What follows belongs to an exercise in optimizing a design on an open flow for small area; a production flow would make more cautious choices. Function was checked by simulation only, so behaviour that the tests miss may differ from the original. Power figures rest on the tool's default switching activity, not on a simulated workload.

==> flow/design.v <==
package risc_pkg;
  localparam int NREG = 16;
  localparam logic [3:0] RA_IDX = 4'd15;
  typedef enum logic [4:0] {
    OP_ADD  = 5'd0,
    OP_SUB  = 5'd1,
    OP_MUL  = 5'd2,
    OP_DIV  = 5'd3,
    OP_MOD  = 5'd4,
    OP_CMP  = 5'd5,
    OP_AND  = 5'd6,
    OP_OR   = 5'd7,
    OP_NOT  = 5'd8,
    OP_MOV  = 5'd9,
    OP_LSL  = 5'd10,
    OP_LSR  = 5'd11,
    OP_ASR  = 5'd12,
    OP_NOP  = 5'd13,
    OP_LD   = 5'd14,
    OP_ST   = 5'd15,
    OP_BEQ  = 5'd16,
    OP_BGT  = 5'd17,
    OP_B    = 5'd18,
    OP_CALL = 5'd19,
    OP_RET  = 5'd20
  } opcode_e;
  typedef enum logic [1:0] {
    MOD_SEXT  = 2'b00,
    MOD_ZEXT  = 2'b01,
    MOD_HIGH  = 2'b10,
    MOD_SEXT2 = 2'b11
  } imm_mod_e;
  localparam int OPC_HI = 31;
  localparam int OPC_LO = 27;
  localparam int I_BIT  = 26;
  localparam int RD_HI  = 25;
  localparam int RD_LO  = 22;
  localparam int RS1_HI = 21;
  localparam int RS1_LO = 18;
  localparam int RS2_HI = 17;
  localparam int RS2_LO = 14;
  localparam int IMM_HI = 17;
  localparam int OFF_HI = 26;
  localparam logic [31:0] NOP_WORD = {OP_NOP, 27'd0};
endpackage
import risc_pkg::*;
module rf_aoi222 (
  input  logic a1, a2, b1, b2, c1, c2,
  output logic y
);
  assign y = ~((a1 & a2) | (b1 & b2) | (c1 & c2));
endmodule
module rf_and4 (
  input  logic a, b, c, d,
  output logic y
);
  assign y = a & b & c & d;
endmodule
module rf_nand2 (
  input  logic a, b,
  output logic y
);
  assign y = ~(a & b);
endmodule
module rf_and3 (
  input  logic a, b, c,
  output logic y
);
  assign y = a & b & c;
endmodule
module rf_nand4 (
  input  logic a, b, c, d,
  output logic y
);
  assign y = ~(a & b & c & d);
endmodule
module rf_inv (
  input  logic a,
  output logic y
);
  assign y = ~a;
endmodule
module rf_nand3 (
  input  logic a, b, c,
  output logic y
);
  assign y = ~(a & b & c);
endmodule
module rf_nor2 (
  input  logic a, b,
  output logic y
);
  assign y = ~(a | b);
endmodule
module rf_oai21 (
  input  logic a1, a2, b1,
  output logic y
);
  assign y = ~((a1 | a2) & b1);
endmodule
module rf_aoi21 (
  input  logic a1, a2, b1,
  output logic y
);
  assign y = ~((a1 & a2) | b1);
endmodule
module rf_aoi21b (
  input  logic a1, a2, b1_n,
  output logic y
);
  assign y = ~((a1 & a2) | ~b1_n);
endmodule
module rf_oai21b (
  input  logic a1, a2, b1_n,
  output logic y
);
  assign y = ~((a1 | a2) & ~b1_n);
endmodule
module rf_xor2 (
  input  logic a, b,
  output logic y
);
  assign y = a ^ b;
endmodule
module rf_xnor2 (
  input  logic a, b,
  output logic y
);
  assign y = ~(a ^ b);
endmodule
module rf_dec16 (
  input  logic [3:0]  idx,
  input  logic        en,
  output logic [15:0] sel
);
  logic [3:0] idx_n;
  logic [3:0] lo_n;
  logic [3:0] hi_n;
  for (genvar b = 0; b < 4; b++) begin : g_inv
    rf_inv u (.a(idx[b]), .y(idx_n[b]));
  end
  for (genvar m = 0; m < 4; m++) begin : g_pre
    rf_nand2 u_lo (.a(m[0] ? idx[0] : idx_n[0]), .b(m[1] ? idx[1] : idx_n[1]), .y(lo_n[m]));
    rf_nand3 u_hi (.a(m[0] ? idx[2] : idx_n[2]), .b(m[1] ? idx[3] : idx_n[3]), .c(en),
                   .y(hi_n[m]));
  end
  for (genvar k = 0; k < 16; k++) begin : g_out
    rf_nor2 u (.a(lo_n[k % 4]), .b(hi_n[k / 4]), .y(sel[k]));
  end
endmodule
module rf_dec16n (
  input  logic [3:0]  idx,
  output logic [15:0] sel
);
  logic [3:0] idx_n;
  logic [3:0] lo_n;
  logic [3:0] hi_n;
  for (genvar b = 0; b < 4; b++) begin : g_inv
    rf_inv u (.a(idx[b]), .y(idx_n[b]));
  end
  for (genvar m = 0; m < 4; m++) begin : g_pre
    rf_nand2 u_lo (.a(m[0] ? idx[0] : idx_n[0]), .b(m[1] ? idx[1] : idx_n[1]), .y(lo_n[m]));
    rf_nand2 u_hi (.a(m[0] ? idx[2] : idx_n[2]), .b(m[1] ? idx[3] : idx_n[3]), .y(hi_n[m]));
  end
  for (genvar k = 0; k < 16; k++) begin : g_out
    rf_nor2 u (.a(lo_n[k % 4]), .b(hi_n[k / 4]), .y(sel[k]));
  end
endmodule
module rf_wdec16 (
  input  logic [3:0]  idx,
  input  logic        we,
  input  logic        rst_n,
  output logic [15:0] en
);
  logic [3:0] idx_n;
  logic [3:0] lo_n;
  logic [3:0] hi_n;
  for (genvar b = 0; b < 4; b++) begin : g_inv
    rf_inv u (.a(idx[b]), .y(idx_n[b]));
  end
  for (genvar m = 0; m < 4; m++) begin : g_pre
    rf_nand2 u_lo (.a(m[0] ? idx[0] : idx_n[0]), .b(m[1] ? idx[1] : idx_n[1]), .y(lo_n[m]));
    rf_nand3 u_hi (.a(m[0] ? idx[2] : idx_n[2]), .b(m[1] ? idx[3] : idx_n[3]), .c(we),
                   .y(hi_n[m]));
  end
  for (genvar k = 0; k < 16; k++) begin : g_out
    rf_oai21 u (.a1(lo_n[k % 4]), .a2(hi_n[k / 4]), .b1(rst_n), .y(en[k]));
  end
endmodule
module rf_bit16x (
  input  logic [15:0] d,
  input  logic [15:0] s,
  input  logic        x_n,
  output logic        o
);
  logic [5:0] n;
  logic       m;
  for (genvar g = 0; g < 5; g++) begin : g_aoi
    rf_aoi222 u (.a1(d[3*g]), .a2(s[3*g]), .b1(d[3*g+1]), .b2(s[3*g+1]),
                 .c1(d[3*g+2]), .c2(s[3*g+2]), .y(n[g]));
  end
  rf_nand2 u_last (.a(d[15]), .b(s[15]), .y(n[5]));
  rf_and4  u_m    (.a(n[0]), .b(n[1]), .c(n[2]), .d(x_n), .y(m));
  rf_nand4 u_o    (.a(m), .b(n[3]), .c(n[4]), .d(n[5]), .y(o));
endmodule
module rf_bit16 (
  input  logic [15:0] d,
  input  logic [15:0] s,
  output logic        o
);
  logic [5:0] n;
  logic       m;
  for (genvar g = 0; g < 5; g++) begin : g_aoi
    rf_aoi222 u (.a1(d[3*g]), .a2(s[3*g]), .b1(d[3*g+1]), .b2(s[3*g+1]),
                 .c1(d[3*g+2]), .c2(s[3*g+2]), .y(n[g]));
  end
  rf_nand2 u_last (.a(d[15]), .b(s[15]), .y(n[5]));
  rf_and3  u_m    (.a(n[0]), .b(n[1]), .c(n[2]), .y(m));
  rf_nand4 u_o    (.a(m), .b(n[3]), .c(n[4]), .d(n[5]), .y(o));
endmodule
module register_file
(
  input  logic [NREG-1:0][31:0] regs,
  input  logic [NREG-1:0]       sel_a,
  input  logic [NREG-1:0]       sel_b,
  input  logic [NREG-1:0]       sel_c,
  input  logic [31:0]           x_b_n,
  output logic [31:0]           rd_data_a,
  output logic [31:0]           rd_data_b,
  output logic [31:0]           rd_data_c
);
  for (genvar j = 0; j < 32; j++) begin : g_bit
    logic [NREG-1:0] col;
    for (genvar k = 0; k < NREG; k++) begin : g_col
      assign col[k] = regs[k][j];
    end
    rf_bit16  u_a (.d(col), .s(sel_a), .o(rd_data_a[j]));
    rf_bit16x u_b (.d(col), .s(sel_b), .x_n(x_b_n[j]), .o(rd_data_b[j]));
    rf_bit16  u_c (.d(col), .s(sel_c), .o(rd_data_c[j]));
  end
endmodule
import risc_pkg::*;
module tgt_add (
  input  logic [29:0] a,
  input  logic [29:0] b,
  output logic [29:0] s
);
  logic g1, g2, p1, g3, p2, g4, p3, g5;
  logic p4, g6, p5, g7, p6, g8, p7, g9;
  logic p8, g10, p9, g11, p10, g12, p11, g13;
  logic p12, g14, p13, g15, p14, g16, p15, g17;
  logic p16, g18, p17, g19, p18, g20, p19, g21;
  logic p20, g22, p21, g23, p22, g24, p23, g25;
  logic p24, g26, p25, g27, p26, g28, p27, g29;
  logic p28, g30, p29, G1, n1, G2, G3, P1;
  logic G4, G5, G6, P2, n2, G7, G8, G9;
  logic P3, G10, P4, G11, n3, G12, G13, P5;
  logic G14, G15, G16, P6, G17, P7, G18, n4;
  logic G19, G20, P8, G21, G22, G23, P9, G24;
  logic P10, G25, P11, G26, G27, G28, P12, n5;
  logic G29, G30, G31, P13, G32, P14, G33, n6;
  logic G34, G35, P15, G36, G37, G38, P16, G39;
  logic P17, G40, P18, G41, G42, G43, P19, n7;
  logic G44, G45, G46, P20, G47, P21, G48, n8;
  logic G49;
  rf_nand2 u1 (.a(a[0]), .b(b[0]), .y(g1));
  rf_nand2 u2 (.a(a[1]), .b(b[1]), .y(g2));
  rf_xnor2 u3 (.a(a[1]), .b(b[1]), .y(p1));
  rf_nand2 u4 (.a(a[2]), .b(b[2]), .y(g3));
  rf_xnor2 u5 (.a(a[2]), .b(b[2]), .y(p2));
  rf_nand2 u6 (.a(a[3]), .b(b[3]), .y(g4));
  rf_xnor2 u7 (.a(a[3]), .b(b[3]), .y(p3));
  rf_nand2 u8 (.a(a[4]), .b(b[4]), .y(g5));
  rf_xnor2 u9 (.a(a[4]), .b(b[4]), .y(p4));
  rf_nand2 u10 (.a(a[5]), .b(b[5]), .y(g6));
  rf_xnor2 u11 (.a(a[5]), .b(b[5]), .y(p5));
  rf_nand2 u12 (.a(a[6]), .b(b[6]), .y(g7));
  rf_xnor2 u13 (.a(a[6]), .b(b[6]), .y(p6));
  rf_nand2 u14 (.a(a[7]), .b(b[7]), .y(g8));
  rf_xnor2 u15 (.a(a[7]), .b(b[7]), .y(p7));
  rf_nand2 u16 (.a(a[8]), .b(b[8]), .y(g9));
  rf_xnor2 u17 (.a(a[8]), .b(b[8]), .y(p8));
  rf_nand2 u18 (.a(a[9]), .b(b[9]), .y(g10));
  rf_xnor2 u19 (.a(a[9]), .b(b[9]), .y(p9));
  rf_nand2 u20 (.a(a[10]), .b(b[10]), .y(g11));
  rf_xnor2 u21 (.a(a[10]), .b(b[10]), .y(p10));
  rf_nand2 u22 (.a(a[11]), .b(b[11]), .y(g12));
  rf_xnor2 u23 (.a(a[11]), .b(b[11]), .y(p11));
  rf_nand2 u24 (.a(a[12]), .b(b[12]), .y(g13));
  rf_xnor2 u25 (.a(a[12]), .b(b[12]), .y(p12));
  rf_nand2 u26 (.a(a[13]), .b(b[13]), .y(g14));
  rf_xnor2 u27 (.a(a[13]), .b(b[13]), .y(p13));
  rf_nand2 u28 (.a(a[14]), .b(b[14]), .y(g15));
  rf_xnor2 u29 (.a(a[14]), .b(b[14]), .y(p14));
  rf_nand2 u30 (.a(a[15]), .b(b[15]), .y(g16));
  rf_xnor2 u31 (.a(a[15]), .b(b[15]), .y(p15));
  rf_nand2 u32 (.a(a[16]), .b(b[16]), .y(g17));
  rf_xnor2 u33 (.a(a[16]), .b(b[16]), .y(p16));
  rf_nand2 u34 (.a(a[17]), .b(b[17]), .y(g18));
  rf_xnor2 u35 (.a(a[17]), .b(b[17]), .y(p17));
  rf_nand2 u36 (.a(a[18]), .b(b[18]), .y(g19));
  rf_xnor2 u37 (.a(a[18]), .b(b[18]), .y(p18));
  rf_nand2 u38 (.a(a[19]), .b(b[19]), .y(g20));
  rf_xnor2 u39 (.a(a[19]), .b(b[19]), .y(p19));
  rf_nand2 u40 (.a(a[20]), .b(b[20]), .y(g21));
  rf_xnor2 u41 (.a(a[20]), .b(b[20]), .y(p20));
  rf_nand2 u42 (.a(a[21]), .b(b[21]), .y(g22));
  rf_xnor2 u43 (.a(a[21]), .b(b[21]), .y(p21));
  rf_nand2 u44 (.a(a[22]), .b(b[22]), .y(g23));
  rf_xnor2 u45 (.a(a[22]), .b(b[22]), .y(p22));
  rf_nand2 u46 (.a(a[23]), .b(b[23]), .y(g24));
  rf_xnor2 u47 (.a(a[23]), .b(b[23]), .y(p23));
  rf_nand2 u48 (.a(a[24]), .b(b[24]), .y(g25));
  rf_xnor2 u49 (.a(a[24]), .b(b[24]), .y(p24));
  rf_nand2 u50 (.a(a[25]), .b(b[25]), .y(g26));
  rf_xnor2 u51 (.a(a[25]), .b(b[25]), .y(p25));
  rf_nand2 u52 (.a(a[26]), .b(b[26]), .y(g27));
  rf_xnor2 u53 (.a(a[26]), .b(b[26]), .y(p26));
  rf_nand2 u54 (.a(a[27]), .b(b[27]), .y(g28));
  rf_xnor2 u55 (.a(a[27]), .b(b[27]), .y(p27));
  rf_nand2 u56 (.a(a[28]), .b(b[28]), .y(g29));
  rf_xnor2 u57 (.a(a[28]), .b(b[28]), .y(p28));
  rf_nand2 u58 (.a(a[29]), .b(b[29]), .y(g30));
  rf_xnor2 u59 (.a(a[29]), .b(b[29]), .y(p29));
  rf_xor2 u60 (.a(a[0]), .b(b[0]), .y(s[0]));
  rf_xor2 u61 (.a(p1), .b(g1), .y(s[1]));
  rf_oai21 u62 (.a1(p1), .a2(g1), .b1(g2), .y(G1));
  rf_xnor2 u63 (.a(p2), .b(G1), .y(s[2]));
  rf_inv u64 (.a(G1), .y(n1));
  rf_oai21 u65 (.a1(p2), .a2(n1), .b1(g3), .y(G2));
  rf_xnor2 u66 (.a(p3), .b(G2), .y(s[3]));
  rf_oai21 u67 (.a1(p3), .a2(g3), .b1(g4), .y(G3));
  rf_nor2 u68 (.a(p3), .b(p2), .y(P1));
  rf_aoi21 u69 (.a1(P1), .a2(G1), .b1(G3), .y(G4));
  rf_xor2 u70 (.a(p4), .b(G4), .y(s[4]));
  rf_oai21 u71 (.a1(p4), .a2(G4), .b1(g5), .y(G5));
  rf_xnor2 u72 (.a(p5), .b(G5), .y(s[5]));
  rf_oai21 u73 (.a1(p5), .a2(g5), .b1(g6), .y(G6));
  rf_nor2 u74 (.a(p5), .b(p4), .y(P2));
  rf_inv u75 (.a(G4), .y(n2));
  rf_aoi21 u76 (.a1(P2), .a2(n2), .b1(G6), .y(G7));
  rf_xor2 u77 (.a(p6), .b(G7), .y(s[6]));
  rf_oai21 u78 (.a1(p6), .a2(G7), .b1(g7), .y(G8));
  rf_xnor2 u79 (.a(p7), .b(G8), .y(s[7]));
  rf_oai21 u80 (.a1(p7), .a2(g7), .b1(g8), .y(G9));
  rf_nor2 u81 (.a(p7), .b(p6), .y(P3));
  rf_aoi21 u82 (.a1(P3), .a2(G6), .b1(G9), .y(G10));
  rf_nand2 u83 (.a(P3), .b(P2), .y(P4));
  rf_oai21 u84 (.a1(P4), .a2(G4), .b1(G10), .y(G11));
  rf_xnor2 u85 (.a(p8), .b(G11), .y(s[8]));
  rf_inv u86 (.a(G11), .y(n3));
  rf_oai21 u87 (.a1(p8), .a2(n3), .b1(g9), .y(G12));
  rf_xnor2 u88 (.a(p9), .b(G12), .y(s[9]));
  rf_oai21 u89 (.a1(p9), .a2(g9), .b1(g10), .y(G13));
  rf_nor2 u90 (.a(p9), .b(p8), .y(P5));
  rf_aoi21 u91 (.a1(P5), .a2(G11), .b1(G13), .y(G14));
  rf_xor2 u92 (.a(p10), .b(G14), .y(s[10]));
  rf_oai21 u93 (.a1(p10), .a2(G14), .b1(g11), .y(G15));
  rf_xnor2 u94 (.a(p11), .b(G15), .y(s[11]));
  rf_oai21 u95 (.a1(p11), .a2(g11), .b1(g12), .y(G16));
  rf_nor2 u96 (.a(p11), .b(p10), .y(P6));
  rf_aoi21 u97 (.a1(P6), .a2(G13), .b1(G16), .y(G17));
  rf_nand2 u98 (.a(P6), .b(P5), .y(P7));
  rf_oai21 u99 (.a1(P7), .a2(n3), .b1(G17), .y(G18));
  rf_xnor2 u100 (.a(p12), .b(G18), .y(s[12]));
  rf_inv u101 (.a(G18), .y(n4));
  rf_oai21 u102 (.a1(p12), .a2(n4), .b1(g13), .y(G19));
  rf_xnor2 u103 (.a(p13), .b(G19), .y(s[13]));
  rf_oai21 u104 (.a1(p13), .a2(g13), .b1(g14), .y(G20));
  rf_nor2 u105 (.a(p13), .b(p12), .y(P8));
  rf_aoi21 u106 (.a1(P8), .a2(G18), .b1(G20), .y(G21));
  rf_xor2 u107 (.a(p14), .b(G21), .y(s[14]));
  rf_oai21 u108 (.a1(p14), .a2(G21), .b1(g15), .y(G22));
  rf_xnor2 u109 (.a(p15), .b(G22), .y(s[15]));
  rf_oai21 u110 (.a1(p15), .a2(g15), .b1(g16), .y(G23));
  rf_nor2 u111 (.a(p15), .b(p14), .y(P9));
  rf_aoi21 u112 (.a1(P9), .a2(G20), .b1(G23), .y(G24));
  rf_nand2 u113 (.a(P9), .b(P8), .y(P10));
  rf_oai21 u114 (.a1(P10), .a2(G17), .b1(G24), .y(G25));
  rf_nor2 u115 (.a(P10), .b(P7), .y(P11));
  rf_aoi21 u116 (.a1(P11), .a2(G11), .b1(G25), .y(G26));
  rf_xor2 u117 (.a(p16), .b(G26), .y(s[16]));
  rf_oai21 u118 (.a1(p16), .a2(G26), .b1(g17), .y(G27));
  rf_xnor2 u119 (.a(p17), .b(G27), .y(s[17]));
  rf_oai21 u120 (.a1(p17), .a2(g17), .b1(g18), .y(G28));
  rf_nor2 u121 (.a(p17), .b(p16), .y(P12));
  rf_inv u122 (.a(G26), .y(n5));
  rf_aoi21 u123 (.a1(P12), .a2(n5), .b1(G28), .y(G29));
  rf_xor2 u124 (.a(p18), .b(G29), .y(s[18]));
  rf_oai21 u125 (.a1(p18), .a2(G29), .b1(g19), .y(G30));
  rf_xnor2 u126 (.a(p19), .b(G30), .y(s[19]));
  rf_oai21 u127 (.a1(p19), .a2(g19), .b1(g20), .y(G31));
  rf_nor2 u128 (.a(p19), .b(p18), .y(P13));
  rf_aoi21 u129 (.a1(P13), .a2(G28), .b1(G31), .y(G32));
  rf_nand2 u130 (.a(P13), .b(P12), .y(P14));
  rf_oai21 u131 (.a1(P14), .a2(G26), .b1(G32), .y(G33));
  rf_xnor2 u132 (.a(p20), .b(G33), .y(s[20]));
  rf_inv u133 (.a(G33), .y(n6));
  rf_oai21 u134 (.a1(p20), .a2(n6), .b1(g21), .y(G34));
  rf_xnor2 u135 (.a(p21), .b(G34), .y(s[21]));
  rf_oai21 u136 (.a1(p21), .a2(g21), .b1(g22), .y(G35));
  rf_nor2 u137 (.a(p21), .b(p20), .y(P15));
  rf_aoi21 u138 (.a1(P15), .a2(G33), .b1(G35), .y(G36));
  rf_xor2 u139 (.a(p22), .b(G36), .y(s[22]));
  rf_oai21 u140 (.a1(p22), .a2(G36), .b1(g23), .y(G37));
  rf_xnor2 u141 (.a(p23), .b(G37), .y(s[23]));
  rf_oai21 u142 (.a1(p23), .a2(g23), .b1(g24), .y(G38));
  rf_nor2 u143 (.a(p23), .b(p22), .y(P16));
  rf_aoi21 u144 (.a1(P16), .a2(G35), .b1(G38), .y(G39));
  rf_nand2 u145 (.a(P16), .b(P15), .y(P17));
  rf_oai21 u146 (.a1(P17), .a2(G32), .b1(G39), .y(G40));
  rf_nor2 u147 (.a(P17), .b(P14), .y(P18));
  rf_aoi21 u148 (.a1(P18), .a2(n5), .b1(G40), .y(G41));
  rf_xor2 u149 (.a(p24), .b(G41), .y(s[24]));
  rf_oai21 u150 (.a1(p24), .a2(G41), .b1(g25), .y(G42));
  rf_xnor2 u151 (.a(p25), .b(G42), .y(s[25]));
  rf_oai21 u152 (.a1(p25), .a2(g25), .b1(g26), .y(G43));
  rf_nor2 u153 (.a(p25), .b(p24), .y(P19));
  rf_inv u154 (.a(G41), .y(n7));
  rf_aoi21 u155 (.a1(P19), .a2(n7), .b1(G43), .y(G44));
  rf_xor2 u156 (.a(p26), .b(G44), .y(s[26]));
  rf_oai21 u157 (.a1(p26), .a2(G44), .b1(g27), .y(G45));
  rf_xnor2 u158 (.a(p27), .b(G45), .y(s[27]));
  rf_oai21 u159 (.a1(p27), .a2(g27), .b1(g28), .y(G46));
  rf_nor2 u160 (.a(p27), .b(p26), .y(P20));
  rf_aoi21 u161 (.a1(P20), .a2(G43), .b1(G46), .y(G47));
  rf_nand2 u162 (.a(P20), .b(P19), .y(P21));
  rf_oai21 u163 (.a1(P21), .a2(G41), .b1(G47), .y(G48));
  rf_xnor2 u164 (.a(p28), .b(G48), .y(s[28]));
  rf_inv u165 (.a(G48), .y(n8));
  rf_oai21 u166 (.a1(p28), .a2(n8), .b1(g29), .y(G49));
  rf_xnor2 u167 (.a(p29), .b(G49), .y(s[29]));
endmodule
module of_stage
(
  input  logic        Clk,
  input  logic        Rst_n,
  input  logic [31:0] If_pc,
  input  logic [31:0] If_instruction,
  input  logic        If_valid,
  input  logic        IsBranchTaken,
  input  logic        Rw_we,
  input  logic [3:0]  Rw_rd,
  input  logic [31:0] Rw_data,
  output logic        Stall,
  output logic        Of_valid,
  output logic [31:0] Of_pc,
  output logic [31:0] Of_instruction,
  output logic [4:0]  Of_opcode,
  output logic [3:0]  Of_rd,
  output logic [31:0] Of_op1,
  output logic [31:0] Of_op2,
  output logic [31:0] Of_store_val,
  output logic [31:0] Of_branch_target
);
  logic [NREG-1:0][31:0] regs;
  logic [31:0]           wdata;
  assign wdata = Rst_n ? Rw_data : '0;
  logic [NREG-1:0]       wen;
  rf_wdec16 u_wdec (.idx(Rw_rd), .we(Rw_we), .rst_n(Rst_n), .en(wen));
  always_ff @(posedge Clk) begin
    for (int i = 0; i < NREG; i++) begin
      if (wen[i]) regs[i] <= wdata;
    end
  end
  logic [4:0]  opcode;
  logic        ibit;
  logic [3:0]  rd;
  logic [3:0]  rs1;
  logic [3:0]  rs2;
  logic        legal;
  logic        rd_rs1;
  logic        rd_rs2;
  logic        src_hit;
  logic        hazard;
  assign opcode = If_instruction[OPC_HI:OPC_LO];
  assign ibit   = If_instruction[I_BIT];
  assign rd     = If_instruction[RD_HI:RD_LO];
  assign rs1    = If_instruction[RS1_HI:RS1_LO];
  assign rs2    = If_instruction[RS2_HI:RS2_LO];
  assign legal  = (opcode <= OP_RET);
  assign rd_rs1 = ((opcode <= OP_ASR) && opcode != OP_NOT && opcode != OP_MOV) ||
                  opcode == OP_LD || opcode == OP_ST;
  assign rd_rs2 = (opcode <= OP_ASR) && !ibit;
  always_comb begin
    src_hit = 1'b0;
    if (rd_rs1 && rs1 == Of_rd)              src_hit = 1'b1;
    if (rd_rs2 && rs2 == Of_rd)              src_hit = 1'b1;
    if (opcode == OP_ST && rd == Of_rd)      src_hit = 1'b1;
    if (opcode == OP_RET && RA_IDX == Of_rd) src_hit = 1'b1;
  end
  assign hazard = Of_valid && (Of_opcode == OP_LD) && If_valid && src_hit;
  assign Stall  = hazard && !IsBranchTaken;
  logic        valid_q;
  logic [31:0] pc_q;
  logic [31:0] instr_q;
  always_ff @(posedge Clk) begin
    valid_q <= Rst_n && !IsBranchTaken && !hazard && If_valid && legal;
    pc_q    <= If_pc;
    instr_q <= If_instruction;
  end
  logic [4:0]      q_opcode;
  logic            q_ibit;
  logic [17:0]     q_imm;
  logic [3:0]      idx_a;
  logic [3:0]      idx_b;
  logic [3:0]      idx_c;
  logic [31:0]     imm_val;
  assign q_opcode = instr_q[OPC_HI:OPC_LO];
  assign q_ibit   = instr_q[I_BIT];
  assign q_imm    = instr_q[IMM_HI:0];
  logic q_ret;
  assign q_ret = (q_opcode == OP_RET);
  assign idx_a = instr_q[RS1_HI:RS1_LO];
  assign idx_b = instr_q[RS2_HI:RS2_LO];
  assign idx_c = instr_q[RD_HI:RD_LO];
  logic [NREG-1:0] sel_a;
  logic [NREG-1:0] sel_a_rs1;
  logic [NREG-1:0] sel_b;
  logic [NREG-1:0] sel_c;
  rf_dec16 u_dec_a (.idx(idx_a), .en(!q_ret),  .sel(sel_a_rs1));
  rf_dec16 u_dec_b (.idx(idx_b), .en(!q_ibit), .sel(sel_b));
  rf_dec16n u_dec_c (.idx(idx_c), .sel(sel_c));
  assign sel_a = {q_ret || idx_a == RA_IDX, sel_a_rs1[14:0]};
  always_comb begin
    case (q_imm[17:16])
      MOD_ZEXT: imm_val = {16'h0000, q_imm[15:0]};
      MOD_HIGH: imm_val = {q_imm[15:0], 16'h0000};
      default:  imm_val = {{16{q_imm[15]}}, q_imm[15:0]};
    endcase
  end
  register_file u_register_file (
    .regs      (regs),
    .sel_a     (sel_a),
    .sel_b     (sel_b),
    .sel_c     (sel_c),
    .x_b_n     (q_ibit ? ~imm_val : '1),
    .rd_data_a (Of_op1),
    .rd_data_b (Of_op2),
    .rd_data_c (Of_store_val)
  );
  assign Of_valid         = valid_q;
  assign Of_pc            = pc_q;
  assign Of_instruction   = instr_q;
  assign Of_opcode        = q_opcode;
  assign Of_rd            = instr_q[RD_HI:RD_LO];
  assign Of_branch_target[1:0] = pc_q[1:0];
  tgt_add u_target (
    .a (pc_q[31:2]),
    .b ({{3{instr_q[OFF_HI]}}, instr_q[OFF_HI:0]}),
    .s (Of_branch_target[31:2])
  );
endmodule
==> flow/flow/run.sh <==
#!/bin/bash
# The standard layout (standard.sh: the ORFS flow and settings) with two
# changes to how the layout is made:
#  - each input and output port gets a sky130_fd_sc_hd__buf_1 as its buffer;
#  - the clock tree uses clkbuf_8 buffers under a clkbuf_16 root, with sink
#    clusters of up to 14 flip-flops and no dummy loads.
# The full output of the ORFS run is in standard.log; ORFS keeps each step's
# log under orfs/logs/.
set -euo pipefail
bash standard.sh \
  "BUFFER_PORTS_ARGS=-buffer_cell sky130_fd_sc_hd__buf_1" \
  "CTS_ARGS=-sink_clustering_enable -repair_clock_nets -dont_use_dummy_load -root_buf sky130_fd_sc_hd__clkbuf_16 -buf_list sky130_fd_sc_hd__clkbuf_8 -sink_clustering_size 14 -sink_clustering_max_diameter 60" \
  finish > standard.log 2>&1
==> flow/standard.sh <==
#!/bin/bash
# synth_recipe.tcl (not shown) runs the flow's synth.tcl, then flattens the netlist and writes it again
# the make line also repeats each setting of config.mk as NAME=value (left out here)
make -C /OpenROAD-flow-scripts/flow DESIGN_CONFIG=/design/flow/config.mk WORK_HOME=/design/flow/orfs CLKGATE_MAP_FILE= SYNTH_SCRIPT=/design/flow/synth_recipe.tcl "${@:-finish}"
==> flow/config.mk <==
export PLATFORM = sky130hd
export DESIGN_NAME = of_stage
export DESIGN_NICKNAME = of_stage
export VERILOG_FILES = /design/flow/design.v
export SDC_FILE = /design/flow/constraint.sdc
export NUM_CORES = 4
export LEC_CHECK = 0
export CAP_MARGIN = 20
export CORE_MARGIN = 2
export CORE_UTILIZATION = 45
export SETUP_SLACK_MARGIN = 0.3
export SLEW_MARGIN = 20
export SYNTH_HIERARCHICAL = 1
export SYNTH_MINIMUM_KEEP_SIZE = 0
==> flow/constraint.sdc <==
create_clock -name core_clock -period 5.0 [get_ports {Clk}]
set_input_delay 1.0000 -clock core_clock [delete_from_list [all_inputs] [get_ports {Clk}]]
set_output_delay 1.0000 -clock core_clock [all_outputs]
set_load 0.01 [all_outputs]
==> impl_metrics.json, run 1 <==
{
  "routed_wl_mm": 110,
  "htreeDepth": 2,
  "p_leak_nw": 9.06,
  "total_power_mw": 10.1,
  "finalCritPeriodShare_pct": 91.2,
  "die_h_um": 242,
  "clock.fmax_mhz": 219,
  "die-area_um2": 58700,
  "synthCells": 1775,
  "port-buffer-count": 307,
  "finalWorstSetupSlack_ps": 440,
  "hold_path_class": "in2reg",
  "maxCapViolations": 0,
  "synth_area_um2": 25600,
  "synth_nets": 1882,
  "worstPathArrival_ps": 3560,
  "grt_pass1_vias": 22100,
  "cp.required_ps": 4000,
  "cts_sinks": 577,
  "power_density_nw_per_um2": 345,
  "finalSetupViolations": 0,
  "hold_buffers": 0,
  "drc": 0,
  "worst_setup_path_start_kind": "flop",
  "outcome": "no timing/DRC/antenna violations",
  "antenna_found_initial": 4,
  "cts-root-buf": "clkbuf_16",
  "start_util_pct": 45.4,
  "rows": 87,
  "syn_area_per_cell_um2": 14.4,
  "drive_above_1_share_pct": 9.95,
  "dr.pass1.iters": 15,
  "drt_iter0_drc": 6374,
  "tightest_slew_ps": 1190,
  "postCtsSetupBuffers": 0,
  "clk_pin_slew_ps": 90,
  "worstPathMaxFanout": 32,
  "final_common_cell": "edfxtp_1",
  "finClkSkew_ps": 16.2,
  "r2r_cells": 4,
  "dp_hpwl_mm": 63.7,
  "grt_max_degree": 50,
  "core-area_um2": 56300,
  "vias": 22900,
  "final_cell_mix": "edfxtp_1, a222oi_1, buf_1, nand2_1, nand4_1",
  "gp_congestion": 0.895,
  "via_per_inst": 7.76,
  "cts_tree": "done",
  "ys_warn_count": 7,
  "dieWidth_um": 242,
  "worstSetupPathType": "reg2out",
  "hold_viol_final": 0,
  "io_pins": 308,
  "preCtsSetupSlack_ps": 1190,
  "track_usage_pct": 35.6,
  "antenna_left": 0,
  "fin_crit_ps": 4560,
  "timing.slew.headroom_pct": 20.6,
  "clkLatencyLatePin_ps": 580,
  "max-vdd-ir-drop_v": 0.000255,
  "hold_depth": 1,
  "wl_per_cell_um": 37.3,
  "tns_ps": 0,
  "cts_buffer_depth": 3,
  "numCtsBuffers": 52,
  "slew_violations": 0,
  "fin_nets": 2299,
  "synthToLayoutAreaGrowth_pct": 14.6,
  "rsz0062_at_grt": "false",
  "grt_pass1_wl_mm": 152,
  "cp-end-kind": "primary output",
  "cts_resized": 0,
  "grt_remaining_overflow": 0
}
worst max-delay path, cell delays in order (launching register included):
cell	delay (ps)
dfxtp_1	770
inv_1	230
nand3_1	270
nor2_2	60
buf_4	350
a222oi_1	740
and4_1	280
nand4_1	110
buf_1	160
worst paths after layout:
path,to,slack [ps],startpoint
worst max-delay path,Of_op2[29],440,instr_q[26]
worst min-delay path,instr_q[0],500,If_instruction[0]
worst max register to register,valid_q,3450,instr_q[25]
worst min register to register,valid_q,700,valid_q
per-layer routing:
layer / track usage (%) / part of all wire (%)
met5: 0 / 0.021
met3: 11.6 / 15
met1: 44.0 / 34
met4: 18.0 / 5.3
met2: 56.0 / 45
flip-flops by register name (all words and copies together) (netlist names):
name,flops
instr_q,32
regs,512
valid_q,1
pc_q,32
power breakdown:
group | internal (mW) | switching (mW)
clock network | 1.02 | 1.58
logic | 0.442 | 1.00
registers | 5.70 | 0.337
total | 7.17 | 2.93
per-stage QoR:
stage / area (µm²) / utilization [%] / hold WS, ps / cells
6_report: 29300 / 52.0 / 501 / 2947
5_1_grt: 29300 / 52.0 / 482 / 2946
4_1_cts: 29200 / 51.9 / 483 / 2944
3_5_place_dp: 28500 / 50.6 / 687 / 2892
3_3_place_gp: 28400 / 50.5 / 685 / 2891
2_1_floorplan: 25600 / - / 670 / 1775
cell type report:
type                    instances  area (µm²)
inverters                      29         109
repair buffers                384        1820
clock buffers                  52         772
diodes                          1        2.50
well taps                     756         946
multi-input cells            1148        8960
flip-flops and latches        577       16700
fillers                      4759       27000
==> run 2, diff against run 1 <==
==> flow/flow/run.sh (replaced) <==
#!/bin/bash
# The standard layout (standard.sh: the ORFS flow and settings) with two
# changes to how the layout is made:
#  - each input and output port gets a sky130_fd_sc_hd__buf_1 as its buffer;
#  - the clock tree uses clkbuf_8 buffers (root included), with sink
#    clusters of up to 14 flip-flops and no dummy loads.
# The full output of the ORFS run is in standard.log; ORFS keeps each step's
# log under orfs/logs/.
set -euo pipefail
bash standard.sh \
  "BUFFER_PORTS_ARGS=-buffer_cell sky130_fd_sc_hd__buf_1" \
  "CTS_ARGS=-sink_clustering_enable -repair_clock_nets -dont_use_dummy_load -root_buf sky130_fd_sc_hd__clkbuf_8 -buf_list sky130_fd_sc_hd__clkbuf_8 -sink_clustering_size 14 -sink_clustering_max_diameter 60" \
  finish > standard.log 2>&1
--- a/flow/config.mk
+++ b/flow/config.mk
@@ -6,9 +6,9 @@
 export NUM_CORES = 4
 export LEC_CHECK = 0
-export CAP_MARGIN = 20
+export CAP_MARGIN = 10
 export CORE_MARGIN = 2
 export CORE_UTILIZATION = 45
 export SETUP_SLACK_MARGIN = 0.3
-export SLEW_MARGIN = 20
+export SLEW_MARGIN = 10
 export SYNTH_HIERARCHICAL = 1
 export SYNTH_MINIMUM_KEEP_SIZE = 0
==> impl_metrics.json, run 2 <==
{
  "outcome": "no timing/DRC/antenna violations",
  "final_cell_mix": "edfxtp_1, a222oi_1, buf_1, nand2_1, nand4_1",
  "crit_chain": "nor4b_1, nand2_1, nand3_1, nor2_2, buf_4, a222oi_1, nand4_1, buf_1",
  "grt_max_degree": 50,
  "final_area_um2": 29200,
  "vias": 22800,
  "hold_viol_final": 0,
  "maxCapViolations": 0,
  "cts_buffer_depth": 3,
  "drt_iter0_drc": 6263,
  "dieWidth_um": 242,
  "drc": 0,
  "r2r_cells": 4,
  "core-area_um2": 56300,
  "hold_ws_ps": 389,
  "synthToLayoutAreaGrowth_pct": 14.2,
  "cp-end-kind": "primary output",
  "tightest_slew_ps": 1250,
  "top_regs": "regs x512, instr_q x32, pc_q x32",
  "finalWorstSetupSlack_ps": 346,
  "fin_crit_ps": 4650,
  "finClkSkew_ps": 16.9,
  "io_pins": 308,
  "syn_area_per_cell_um2": 14.4,
  "fin_nets": 2298,
  "start_util_pct": 45.4,
  "clock.fmax_mhz": 215,
  "preCtsSetupSlack_ps": 1190,
  "via_per_inst": 7.75,
  "cp.required_ps": 4000,
  "reg2reg_setup_slack_ps": 3470,
  "htreeDepth": 2,
  "r2r_end": "valid_q",
  "synth_nets": 1882,
  "worst_setup_path_start_kind": "flop",
  "cts_sinks": 577,
  "r2r_start": "instr_q[25]",
  "synthCells": 1775,
  "numCtsBuffers": 52,
  "max_stage_delay_ps": 860,
  "critPathCapture": "Of_op1[24]",
  "rows": 87,
  "ys_warn_count": 7,
  "startpoint": "instr_q[29]",
  "slew_violations": 0,
  "hold_path_class": "in2reg",
  "dr.pass1.iters": 15,
  "worstPathArrival_ps": 3650,
  "synth_area_um2": 25600,
  "fillers": 4777,
  "max-vdd-ir-drop_v": 0.000255,
  "antenna_left": 0,
  "final_common_cell": "edfxtp_1",
  "timing.slew.headroom_pct": 16.5,
  "routed_wl_mm": 110,
  "finalCritPeriodShare_pct": 93.1,
  "wl_per_cell_um": 37.2,
  "port-buffer-count": 307,
  "drive_above_1_share_pct": 10.1,
  "die-area_um2": 58700,
  "p_leak_nw": 9.02,
  "power_density_nw_per_um2": 342,
  "die_h_um": 242,
  "clk_pin_slew_ps": 90,
  "regMostFlops": "regs",
  "dp_hpwl_mm": 63.7,
  "crit_slowest_cell": "nor2_2",
  "cts_tree": "done",
  "grt_pass1_wl_mm": 152,
  "track_usage_pct": 35.6,
  "grt_pass1_vias": 22100,
  "worstPathMaxFanout": 20,
  "grt_remaining_overflow": 0,
  "tns_ps": 0,
  "finalSetupViolations": 0,
  "postPlaceCellArea_um2": 28500,
  "rsz0062_at_grt": "false",
  "antenna_found_initial": 6,
  "gp_congestion": 0.895,
  "clkLatencyLatePin_ps": 690,
  "worstSetupPathType": "reg2out",
  "fin_util_pct": 51.9,
  "largest_reg_flops": 512,
  "cts-root-buf": "clkbuf_8"
}
[run 2: worst max-delay path, delay by kind of cell, from the launching register on]
family,cells,cell delay [ps]
AOI/OAI and AO/OA,1,220
buffers and inverters,2,750
DFF,1,340
and+or+nand+nor,5,1620
[run 2: what timing repair did]
item,CTS,global route
setup endpoints to repair,0,2
setup buffers,0,1
resized for setup,0,5
hold buffers,0,0
[run 2: how the worst min path moves through the flow]
stage                      start  cells after the start    endpoint
2_1_floorplan            valid_q                      4     valid_q
3_3_place_gp             valid_q                      4     valid_q
3_5_place_dp             valid_q                      4     valid_q
4_1_cts                 If_pc[4]                      1     pc_q[4]
5_1_grt                If_pc[19]                      1    pc_q[19]
6_report       If_instruction[0]                      1  instr_q[0]
[run 2: final cells by class]
type	count	area (µm²)	share of cell area, %
Sequential cell	577	16700	57.1
Multi-Input combinational cell	1148	8960	30.7
Timing Repair Buffer	383	1770	6.07
Tap cell	756	946	3.24
Clock buffer	52	716	2.45
Inverter	29	109	0.373
Antenna cell	1	2.50	0.00857
[run 2: power breakdown]
group	total, mW	switching, mW	internal [mW]
registers	6.04	0.337	5.71
logic	1.44	1.00	0.438
clock network	2.51	1.59	0.925
total	10.0	2.93	7.07
[run 2: layer usage]
metal / track usage, % / part of all wire (%)
met5: 0 / 0.036
met4: 18.0 / 5.1
met3: 11.6 / 15
met2: 55.9 / 46
met1: 44.1 / 34
[run 2: metrics by stage]
stage | std cells | total power, mW
2_1_floorplan | 1775 | 6.80
3_3_place_gp | 2891 | 7.48
3_5_place_dp | 2892 | 7.52
4_1_cts | 2944 | 9.93
5_1_grt | 2946 | 10.3
6_report | 2946 | 10.0

## afterwards: timing with drivers on the ports
No port has a modelled driver above. Below, the same layouts with a new extraction and two added sets of constraints.
Step 1: set_driving_cell puts a clkbuf_16 on Clk and a buf_2 on each other input, an assumption about the parent block.
Step 2, shift: input delay + t, output delay - t, t = (earliest + latest rising clock arrival at the registers) / 2. This alone moves slack from input paths to output paths.
a / b / c = ideal ports / drivers / drivers and shift; a / b = the first two.
run | t, ns | slack for setup (ns) | hold WS [ns]
run 1 | 0.631 | 0.440 / 0.377 / 1.008 | 0.501 / 0.461 / 0.701
run 2 | 0.736 | 0.346 / 0.286 / 1.022 | 0.389 / 0.351 / 0.700
After both steps every run listed still meets setup and hold.
